Background: an optimization exercise with open tools, aiming at small area, a short achievable clock period and few clock cycles per item. Do not read the settings as production practice.
Function was checked by simulation only, so behaviour that the tests miss may differ from the original.
Power and IR drop assume default switching activity.

## inode_cache_lru
module inode_cache_lru #(
   parameter int SLOTS = icl_pkg::DEFAULT_SLOTS
) (
   input  logic                        clock,
   input  logic                        reset,
   input  logic                        req_valid,
   output logic                        req_ready,
   input  logic [icl_pkg::OP_W-1:0]    req_op,
   input  logic [icl_pkg::KEY_W-1:0]   req_key,
   output logic                        rsp_valid,
   input  logic                        rsp_ready,
   output logic [icl_pkg::STATUS_W-1:0] rsp_status,
   output logic                        rsp_hit,
   output logic [icl_pkg::SLOT_W-1:0]  rsp_slot,
   output logic                        rsp_evicted,
   output logic [icl_pkg::KEY_W-1:0]   rsp_evicted_key,
   input  logic                        csr_wr_en,
   input  logic [icl_pkg::COUNT_W-1:0] csr_wr_data
);
Size in the first run: roughly 460 flip-flops, ~19000 sq um of cells after synthesis.
==> flow/config.mk <==
export PLATFORM = sky130hd
export DESIGN_NAME = inode_cache_lru
export DESIGN_NICKNAME = inode_cache_lru
export VERILOG_FILES = /design/flow/design.v
export SDC_FILE = /design/flow/constraint.sdc
export NUM_CORES = 4
export LEC_CHECK = 0
export ABC_CLOCK_PERIOD_IN_PS = 2000
export CAP_MARGIN = 20
export CORE_MARGIN = 2
export CORE_UTILIZATION = 55
export CTS_CLUSTER_DIAMETER = 80
export CTS_CLUSTER_SIZE = 24
export SETUP_SLACK_MARGIN = 3.0
export SLEW_MARGIN = 20
==> flow/constraint.sdc <==
create_clock -name core_clock -period 5.0 [get_ports {clock}]
set_input_delay 1.0000 -clock core_clock [delete_from_list [all_inputs] [get_ports {clock}]]
set_output_delay 1.0000 -clock core_clock [all_outputs]
set_load 0.01 [all_outputs]
standard.sh (not shown) runs the stock make flow with config.mk's settings and CLKGATE_MAP_FILE= SYNTH_SCRIPT=/design/flow/synth_recipe.tcl, a recipe that flattens the netlist after the stock synthesis.
==> flow/flow/run.sh <==
#!/bin/bash
# The standard layout (the standard.sh: standard synthesis, then ORFS to finish), with one
# change: the resizer may swap a cell for one of another footprint, so that the delay cells that
# buffer_ports puts on the ports, and other cells, can be resized to ordinary buffers and gates.
set -euo pipefail
bash standard.sh synth > synth.log 2>&1
MAKEFLAGS="MATCH_CELL_FOOTPRINT=0" bash standard.sh > layout.log 2>&1
Testbench counts at the start, summed over its fixed seeds: cycles 12,016, items 12,000.
Edit:
==> flow/flow/run.sh (replaced) <==
#!/bin/bash
# The standard layout (the standard.sh: standard synthesis, then ORFS to finish), with one
# change: buffer_ports buffers every input and output port with buf_4 instead of its default
# cell (a slow delay buffer that the footprint-matched resizer cannot replace).
set -euo pipefail
bash standard.sh synth > synth.log 2>&1
export BUFFER_PORTS_ARGS="-buffer_cell sky130_fd_sc_hd__buf_4"
bash standard.sh > layout.log 2>&1
Settings changed: CORE_UTILIZATION 55 to 50, SETUP_SLACK_MARGIN 3.0 to 2.65.
What happened: The changed run went through all stages and came out clean. Clock-buffer cell count came out higher by 1. Cell area decreases by about 9%. Wire length falls by about 14%.

* * *

Starting RTL as in the previous note.
// inode_cache_lru
module inode_cache_lru #(
   parameter int SLOTS = icl_pkg::DEFAULT_SLOTS
) (
   input  logic                        clock,
   input  logic                        reset,
   input  logic                        req_valid,
   output logic                        req_ready,
   input  logic [icl_pkg::OP_W-1:0]    req_op,
   input  logic [icl_pkg::KEY_W-1:0]   req_key,
   output logic                        rsp_valid,
   input  logic                        rsp_ready,
   output logic [icl_pkg::STATUS_W-1:0] rsp_status,
   output logic                        rsp_hit,
   output logic [icl_pkg::SLOT_W-1:0]  rsp_slot,
   output logic                        rsp_evicted,
   output logic [icl_pkg::KEY_W-1:0]   rsp_evicted_key,
   input  logic                        csr_wr_en,
   input  logic [icl_pkg::COUNT_W-1:0] csr_wr_data
);
Settings: LEC_CHECK=0, ABC_CLOCK_PERIOD_IN_PS=2000, CAP_MARGIN=20, CORE_MARGIN=2, CORE_UTILIZATION=40, SETUP_SLACK_MARGIN=2.5, SLEW_MARGIN=20; clock period 5.0 ns.
run.sh (not shown) runs the stock make flow with config.mk's settings and CLKGATE_MAP_FILE= SYNTH_SCRIPT=/design/flow/synth_recipe.tcl, a recipe that flattens the netlist after the stock synthesis.
Stock flow here: none of the scripts above is used.
Testbench counts at the start, summed over its fixed seeds: cycles 12,016, items 12,000.
==> next run, changes <==
==> flow/flow/run.sh (new file) <==
#!/bin/bash
# The standard layout (the standard.sh: standard synthesis, then ORFS to finish), with one
# change: buffer_ports buffers every input and output port with buf_4 instead of its default
# cell (a slow delay buffer that the footprint-matched resizer cannot replace).
set -euo pipefail
bash standard.sh synth > synth.log 2>&1
export BUFFER_PORTS_ARGS="-buffer_cell sky130_fd_sc_hd__buf_4"
bash standard.sh > layout.log 2>&1
==> flow/standard.sh (new file) <==
#!/bin/bash
# synth_recipe.tcl (not shown) runs the flow's synth.tcl, then flattens the netlist and writes it again
# the make line also repeats each setting of config.mk as NAME=value (left out here)
make -C /OpenROAD-flow-scripts/flow DESIGN_CONFIG=/design/flow/config.mk WORK_HOME=/design/flow/orfs CLKGATE_MAP_FILE= SYNTH_SCRIPT=/design/flow/synth_recipe.tcl "${@:-finish}"
- CORE_UTILIZATION: 40 -> 50
- CTS_CLUSTER_DIAMETER: not set -> 80
- CTS_CLUSTER_SIZE: not set -> 24
- SETUP_SLACK_MARGIN: 2.5 -> 2.8
removed: flow/run.sh
Outcome:
- final cell count fell by a few percent
- worst hold slack gets better by 0.014 ns
- cell area fell slightly
==> next run, changes <==
- PLACE_DENSITY: not set -> 0.7
- SETUP_SLACK_MARGIN: 2.8 -> 2.6
Outcome:
- global-route usage fell by 1.4 points
- clock power went down by about 3%
- final cell count fell by 3.8%
- power decreases by 1.3%
- synthesized area does not change
- clock skew is lower by 0.019 ns
- sequential share of layout area rises by 2.5 points
==> next run, changes <==
- CORE_UTILIZATION: 50 -> 45
- SETUP_SLACK_MARGIN: 2.6 -> 2.65
The new run passed the timing, design-rule and antenna checks.
Worst hold slack gains 0.0063 ns.
Register-to-register slack loses 0.05 ns.
Routed wire length grows slightly.
Synthesized cell count does not change.
Total power hardly moves.
Synthesized area does not change.
==> next run, changes <==
- CORE_UTILIZATION: 45 -> 50
Setup slack is better by 0.11 ns.
Die area falls by roughly a tenth.
First-iteration DRC count rises by about a fifth.
Via count falls slightly.
Synthesized cell count is unchanged.
Combinational power stays flat.
Power falls slightly.

* * *

Setup of v17:
The RTL this note starts from:
==> flow/design.v <==
package icl_pkg;
   localparam int DEFAULT_SLOTS = 16;
   localparam int KEY_W         = 16;
   localparam int STAMP_W       = 32;
   localparam int COUNT_W       = 17;
   localparam int OP_W          = 2;
   localparam int STATUS_W      = 2;
   localparam int SLOT_W        = 4;
   localparam logic [COUNT_W-1:0] INODE_COUNT_RESET = 17'h10000;
   typedef enum logic [OP_W-1:0] {
      OP_LOOKUP = 2'd0,
      OP_PUT    = 2'd1,
      OP_REMOVE = 2'd2
   } op_type;
   typedef enum logic [STATUS_W-1:0] {
      ST_OK     = 2'd0,
      ST_RANGE  = 2'd1,
      ST_ABSENT = 2'd2
   } status_type;
   typedef enum logic [1:0] {
      S_IDLE,
      S_SCAN,
      S_DONE
   } state_type;
   typedef struct packed {
      logic [KEY_W-1:0]   key;
      logic [STAMP_W-1:0] stamp;
   } entry_type;
endpackage
module inode_cache_lru #(
   parameter int SLOTS = icl_pkg::DEFAULT_SLOTS
) (
   input  logic                        clock,
   input  logic                        reset,
   input  logic                        req_valid,
   output logic                        req_ready,
   input  logic [icl_pkg::OP_W-1:0]    req_op,
   input  logic [icl_pkg::KEY_W-1:0]   req_key,
   output logic                        rsp_valid,
   input  logic                        rsp_ready,
   output logic [icl_pkg::STATUS_W-1:0] rsp_status,
   output logic                        rsp_hit,
   output logic [icl_pkg::SLOT_W-1:0]  rsp_slot,
   output logic                        rsp_evicted,
   output logic [icl_pkg::KEY_W-1:0]   rsp_evicted_key,
   input  logic                        csr_wr_en,
   input  logic [icl_pkg::COUNT_W-1:0] csr_wr_data
);
   localparam int KW = icl_pkg::KEY_W;
   localparam int SW = icl_pkg::SLOT_W;
   localparam int RW = icl_pkg::STATUS_W + 1 + SW + 1 + KW;
   localparam int T  = SLOTS - 1;
   logic [KW-1:0]        key_ff [SLOTS];
   logic [SW-1:0]        id_ff  [SLOTS];
   logic [SLOTS-1:0]     ev_ff;
   logic [SLOTS-1:0]     slot_valid_ff;
   logic [icl_pkg::COUNT_W-1:0] inode_count_ff;
   logic                 e_valid_ff;
   logic [icl_pkg::OP_W-1:0] e_op_ff;
   logic [KW-1:0]        e_key_ff;
   logic [SLOTS-1:0]     e_eq_ff;
   logic                 e_range_ff;
   logic                 o0_valid_ff, o1_valid_ff, ready_ff;
   logic [RW-1:0]        o0_ff, o1_ff;
   logic                 adv, exec, put_exec;
   logic                 is_lookup, is_put, is_remove;
   logic [SLOTS-1:0]     d_eq;
   logic                 d_same;
   logic [SLOTS-1:0]     match, m_up, free_pos, a_up, move, rem, free_slot;
   logic                 found, has_inv;
   logic [SW-1:0]        match_id, free_id, alt_id, put_id;
   logic                 o1_next;
   logic [RW-1:0]        res;
   logic [icl_pkg::STATUS_W-1:0] res_status;
   logic                 res_hit;
   logic [SW-1:0]        res_slot;
   logic                 res_evicted;
   assign adv       = !o1_valid_ff;
   assign req_ready = ready_ff;
   assign exec      = adv && e_valid_ff;
   assign is_lookup = (e_op_ff == icl_pkg::OP_LOOKUP);
   assign is_put    = (e_op_ff == icl_pkg::OP_PUT);
   assign is_remove = (e_op_ff == icl_pkg::OP_REMOVE);
   assign put_exec  = exec && is_put;
   always_comb begin
      for (int k = 0; k < SLOTS; k++) begin
         match[k]    = ev_ff[k] && e_eq_ff[k];
         free_pos[k] = !ev_ff[k];
         free_slot[k] = !slot_valid_ff[k];
         for (int j = 0; j < k; j++) begin
            if (!ev_ff[j])         free_pos[k]  = 1'b0;
            if (!slot_valid_ff[j]) free_slot[k] = 1'b0;
         end
         m_up[k] = 1'b0;
         a_up[k] = 1'b0;
         for (int j = 0; j <= k; j++) begin
            if (match[j])    m_up[k] = 1'b1;
            if (free_pos[j]) a_up[k] = 1'b1;
         end
      end
      has_inv = !(&ev_ff);
      if (!has_inv) a_up = '1;
      found = m_up[T];
      match_id = '0;
      free_id  = '0;
      for (int k = 0; k < SLOTS; k++) begin
         if (match[k])     match_id = match_id | id_ff[k];
         if (free_slot[k]) free_id  = free_id | SW'(k);
      end
      alt_id = has_inv ? free_id : id_ff[0];
      put_id = found ? match_id : alt_id;
   end
   assign move = put_exec ? (found ? m_up : a_up) : '0;
   assign rem  = (exec && is_remove) ? match : '0;
   assign d_same = (req_key == e_key_ff);
   always_comb begin
      for (int k = 0; k < T; k++)
         d_eq[k] = move[k] ? (key_ff[k+1] == req_key) : (key_ff[k] == req_key);
      d_eq[T] = put_exec ? d_same : (key_ff[T] == req_key);
   end
   always_comb begin
      res_status  = icl_pkg::ST_OK;
      res_hit     = 1'b0;
      res_slot    = '0;
      res_evicted = 1'b0;
      if (is_lookup) begin
         if (!e_range_ff) begin
            res_status = icl_pkg::ST_RANGE;
         end else if (found) begin
            res_hit  = 1'b1;
            res_slot = match_id;
         end else begin
            res_status = icl_pkg::ST_ABSENT;
         end
      end else if (is_put) begin
         res_hit     = found;
         res_slot    = put_id;
         res_evicted = !found && !has_inv;
      end else if (is_remove) begin
         if (found) begin
            res_hit  = 1'b1;
            res_slot = match_id;
         end else begin
            res_status = icl_pkg::ST_ABSENT;
         end
      end
   end
   assign res = {res_status, res_hit, res_slot, res_evicted, res_evicted ? key_ff[0] : '0};
   always_ff @(posedge clock) begin
      for (int k = 0; k < T; k++) begin
         if (move[k]) begin
            key_ff[k] <= key_ff[k+1];
            id_ff[k]  <= id_ff[k+1];
         end
      end
      if (put_exec) begin
         key_ff[T] <= e_key_ff;
         id_ff[T]  <= put_id;
      end
   end
   assign o1_next = o1_valid_ff ? !rsp_ready : (exec && o0_valid_ff && !rsp_ready);
   always_ff @(posedge clock) begin
      if (reset) begin
         ev_ff          <= '0;
         slot_valid_ff  <= '0;
         inode_count_ff <= icl_pkg::INODE_COUNT_RESET;
         e_valid_ff     <= 1'b0;
         o0_valid_ff    <= 1'b0;
         o1_valid_ff    <= 1'b0;
         ready_ff       <= 1'b1;
      end else begin
         if (csr_wr_en) inode_count_ff <= csr_wr_data;
         for (int k = 0; k < T; k++) begin
            if (move[k])     ev_ff[k] <= ev_ff[k+1];
            else if (rem[k]) ev_ff[k] <= 1'b0;
         end
         if (put_exec)    ev_ff[T] <= 1'b1;
         else if (rem[T]) ev_ff[T] <= 1'b0;
         for (int j = 0; j < SLOTS; j++) begin
            if (put_exec && !found && free_slot[j]) slot_valid_ff[j] <= 1'b1;
            else if (exec && is_remove && found && (match_id == SW'(j))) slot_valid_ff[j] <= 1'b0;
         end
         if (adv) e_valid_ff <= req_valid;
         if (!o0_valid_ff || rsp_ready) o0_valid_ff <= o1_valid_ff || exec;
         o1_valid_ff <= o1_next;
         ready_ff    <= !o1_next;
      end
   end
   always_ff @(posedge clock) begin
      if (adv) begin
         e_op_ff    <= req_op;
         e_key_ff   <= req_key;
         e_eq_ff    <= d_eq;
         e_range_ff <= ({1'b0, req_key} < inode_count_ff);
      end
   end
   always_ff @(posedge clock) begin
      if (!o1_valid_ff) o1_ff <= res;
      if (!o0_valid_ff || rsp_ready) o0_ff <= o1_valid_ff ? o1_ff : res;
   end
   assign rsp_valid = o0_valid_ff;
   assign {rsp_status, rsp_hit, rsp_slot, rsp_evicted, rsp_evicted_key} = o0_ff;
endmodule
Settings: LEC_CHECK=0, ABC_CLOCK_PERIOD_IN_PS=2000, CAP_MARGIN=20, CORE_MARGIN=2, CORE_UTILIZATION=50, CTS_CLUSTER_DIAMETER=80, CTS_CLUSTER_SIZE=24, PLACE_DENSITY=0.8, SETUP_SLACK_MARGIN=2.65, SLEW_MARGIN=20; clock period 5.0 ns.
standard.sh (not shown) runs the stock make flow with config.mk's settings and CLKGATE_MAP_FILE= SYNTH_SCRIPT=/design/flow/synth_recipe.tcl, a recipe that flattens the netlist after the stock synthesis.
==> flow/flow/run.sh <==
#!/bin/bash
# The standard layout (the standard.sh: standard synthesis, then ORFS to finish), with one
# change: buffer_ports buffers every input and output port with buf_4 instead of its default
# cell (a slow delay buffer that the footprint-matched resizer cannot replace).
set -euo pipefail
bash standard.sh synth > synth.log 2>&1
export BUFFER_PORTS_ARGS="-buffer_cell sky130_fd_sc_hd__buf_4"
bash standard.sh > layout.log 2>&1
Testbench counts of v17, summed over its fixed seeds: cycles 12,016, items 12,000.
Here is what was changed in the inputs of v18 compared with v17.
Settings: a change of SETUP_SLACK_MARGIN from 2.65 to 2.5; a deleted PLACE_DENSITY that had been 0.8.
[summary]
Across v18 and v17, none had a timing, DRC or antenna violation.
Relative to v17, v18 degrades worst setup slack.
Compared with v17, in v18 share of the core filled with cells decreased by 0.90 points relative to the old numbers, routed wire length increased by 1.7% relative to the old numbers, share of final-layout standard cells stronger than drive strength 1 decreased by 1.9 points relative to the old numbers.
Post-CTS setup-driven buffer insertion count was higher in v17 than in v18.
Input-level comparison between v25 and v18:
Settings: removing CTS_CLUSTER_SIZE (formerly 24); removing CTS_CLUSTER_DIAMETER (formerly 80); changing CORE_UTILIZATION from 50 to 40.
==> flow/flow/run.sh <==
#!/bin/bash
# The standard layout (the standard.sh: standard synthesis, then ORFS to finish), with one
# change: the resizer may swap a cell for one of another footprint, so that the delay cells that
# buffer_ports puts on the ports, and other cells, can be resized to ordinary buffers and gates.
set -euo pipefail
bash standard.sh synth > synth.log 2>&1
MAKEFLAGS="MATCH_CELL_FOOTPRINT=0" bash standard.sh > layout.log 2>&1
==> summary.txt <==
- In the flow results for v18 and v25, the number of placed instances with taps included is smaller on v18.
- The minimum setup slack in the final design of v25 was inferior to that of v18.
- The run showing the greater total track usage is v18.
- Of the two values seen for highest signal layer in the routed design, met4 was produced by v25 and met5 by v18.
- Looking at v18 and v25, the sequential power is a wash.
- Relative to v18, the area growth from synthesis to layout of v25 is higher by 8.6 points.
- STATUS final period demand of the worst path: v25 loses against v18
- Compared v25 vs v18, and data-path buffer share of cell area in the final layout is up in v25.
- Note that the total of plain and repair buffers excluding clock buffers recorded for v18 amounts to 0.67 times the value seen in v25.
- When v25 is set beside v18, its worst-case setup slack after placement turns out to be 0.28 ns smaller.
- v18 reports its launch point of the worst path as e_eq_ff[7]$_DFFE_PN_ while v25 reports ev_ff[5]$_SDFFE_PP0P_.
The inputs of v33 differ from those of v25 as listed below.
Settings: PLACE_DENSITY: unset -> 0.7; CTS_CLUSTER_DIAMETER: unset -> 80; CTS_CLUSTER_SIZE: unset -> 24; SETUP_SLACK_MARGIN: 2.5 -> 2.75; CORE_UTILIZATION: 40 -> 50.
==> flow/flow/run.sh <==
#!/bin/bash
# The standard layout (the standard.sh: standard synthesis, then ORFS to finish), with one
# change: buffer_ports buffers every input and output port with buf_4 instead of its default
# cell (a slow delay buffer that the footprint-matched resizer cannot replace).
set -euo pipefail
bash standard.sh synth > synth.log 2>&1
export BUFFER_PORTS_ARGS="-buffer_cell sky130_fd_sc_hd__buf_4"
bash standard.sh > layout.log 2>&1
Results
- Of v25 and v33, the run reporting the higher clock network fraction of design power was v25.
- Core area in v33 is about 20% lower than in v25
- Maximum operating frequency: v33 > v25
- v33 gives less portion of the clock cycle consumed by the worst path in the final layout than v25 did.
Relative to v33, the following input files were edited for v52:
Settings: swapping 2.75 for 2.5 in SETUP_SLACK_MARGIN; clearing PLACE_DENSITY, which used to be 0.7.
==> flow/run.sh (new file) <==
#!/bin/bash
# synth_recipe.tcl (not shown) runs the flow's synth.tcl, then flattens the netlist and writes it again
# the make line also repeats each setting of config.mk as NAME=value (left out here)
make -C /OpenROAD-flow-scripts/flow DESIGN_CONFIG=/design/flow/config.mk WORK_HOME=/design/flow/orfs CLKGATE_MAP_FILE= SYNTH_SCRIPT=/design/flow/synth_recipe.tcl finish
removed: flow/flow/run.sh
removed: flow/standard.sh
Results
Looking at v52 and v33, the routed wire length is a wash.
Comparing v52 and v33, the lower required time of the worst setup path was measured on v52.
Compared with v33, v52 is the more power-hungry design.

[static timing again, ports no longer ideal]
No port has a modelled driver above. Below, the same layouts with a new extraction and two added sets of constraints.
Step 1, drivers: a clkbuf_16 drives clock and a buf_2 each remaining input, both assumed.
Step 2 also shifts input and output timing later by t, the mid clock arrival at the registers, as if the neighbouring blocks saw the same clock.
Three values: no drivers, after step 1, after step 2; two values: the first two.
run | t (ns) | slack for setup (ns) | worst hold slack (ns) | worst setup path at the end | worst register clock-pin slew, ns
the first run of note 1 | 0.621 | 2.560 / 2.560 / 2.259 | 0.454 / 0.454 / 0.454 | input to register | 0.10 / 0.10
the second run of note 1 | 0.605 | 2.652 / 2.652 / 2.223 | 0.460 / 0.460 / 0.460 | input to register | 0.10 / 0.10
the first run of note 2 | 0.624 | 2.493 / 2.513 / 1.895 | 0.445 / 0.445 / 0.445 | input to register | 0.07 / 0.07
the second run of note 2 | 0.615 | 2.603 / 2.603 / 2.276 | 0.459 / 0.459 / 0.459 | input to register | 0.10 / 0.10
the third run of note 2 | 0.605 | 2.661 / 2.661 / 2.210 | 0.448 / 0.448 / 0.448 | input to register | 0.10 / 0.10
the fourth run of note 2 | 0.609 | 2.609 / 2.609 / 2.215 | 0.455 / 0.455 / 0.455 | input to register | 0.10 / 0.10
the fifth run of note 2 | 0.608 | 2.716 / 2.731 / 2.137 | 0.459 / 0.459 / 0.459 | input to register | 0.10 / 0.10
v17 | 0.592 | 2.588 / 2.588 / 2.234 | 0.457 / 0.457 / 0.457 | input to register | 0.10 / 0.10
v18 | 0.619 | 2.528 / 2.528 / 2.151 | 0.462 / 0.462 / 0.462 | input to register | 0.10 / 0.10
v25 | 0.613 | 2.515 / 2.509 / 1.967 | 0.444 / 0.444 / 0.444 | input to register | 0.06 / 0.06
v33 | 0.597 | 2.603 / 2.603 / 2.296 | 0.461 / 0.461 / 0.461 | input to register | 0.10 / 0.10
v52 | 0.607 | 2.538 / 2.510 / 1.980 | 0.455 / 0.455 / 0.455 | input to register | 0.10 / 0.10
After both steps every run listed still meets setup and hold. For the first run of note 2, which loses most, drivers alone change the setup slack by +0.020 ns; drivers and shift together by -0.598 ns.
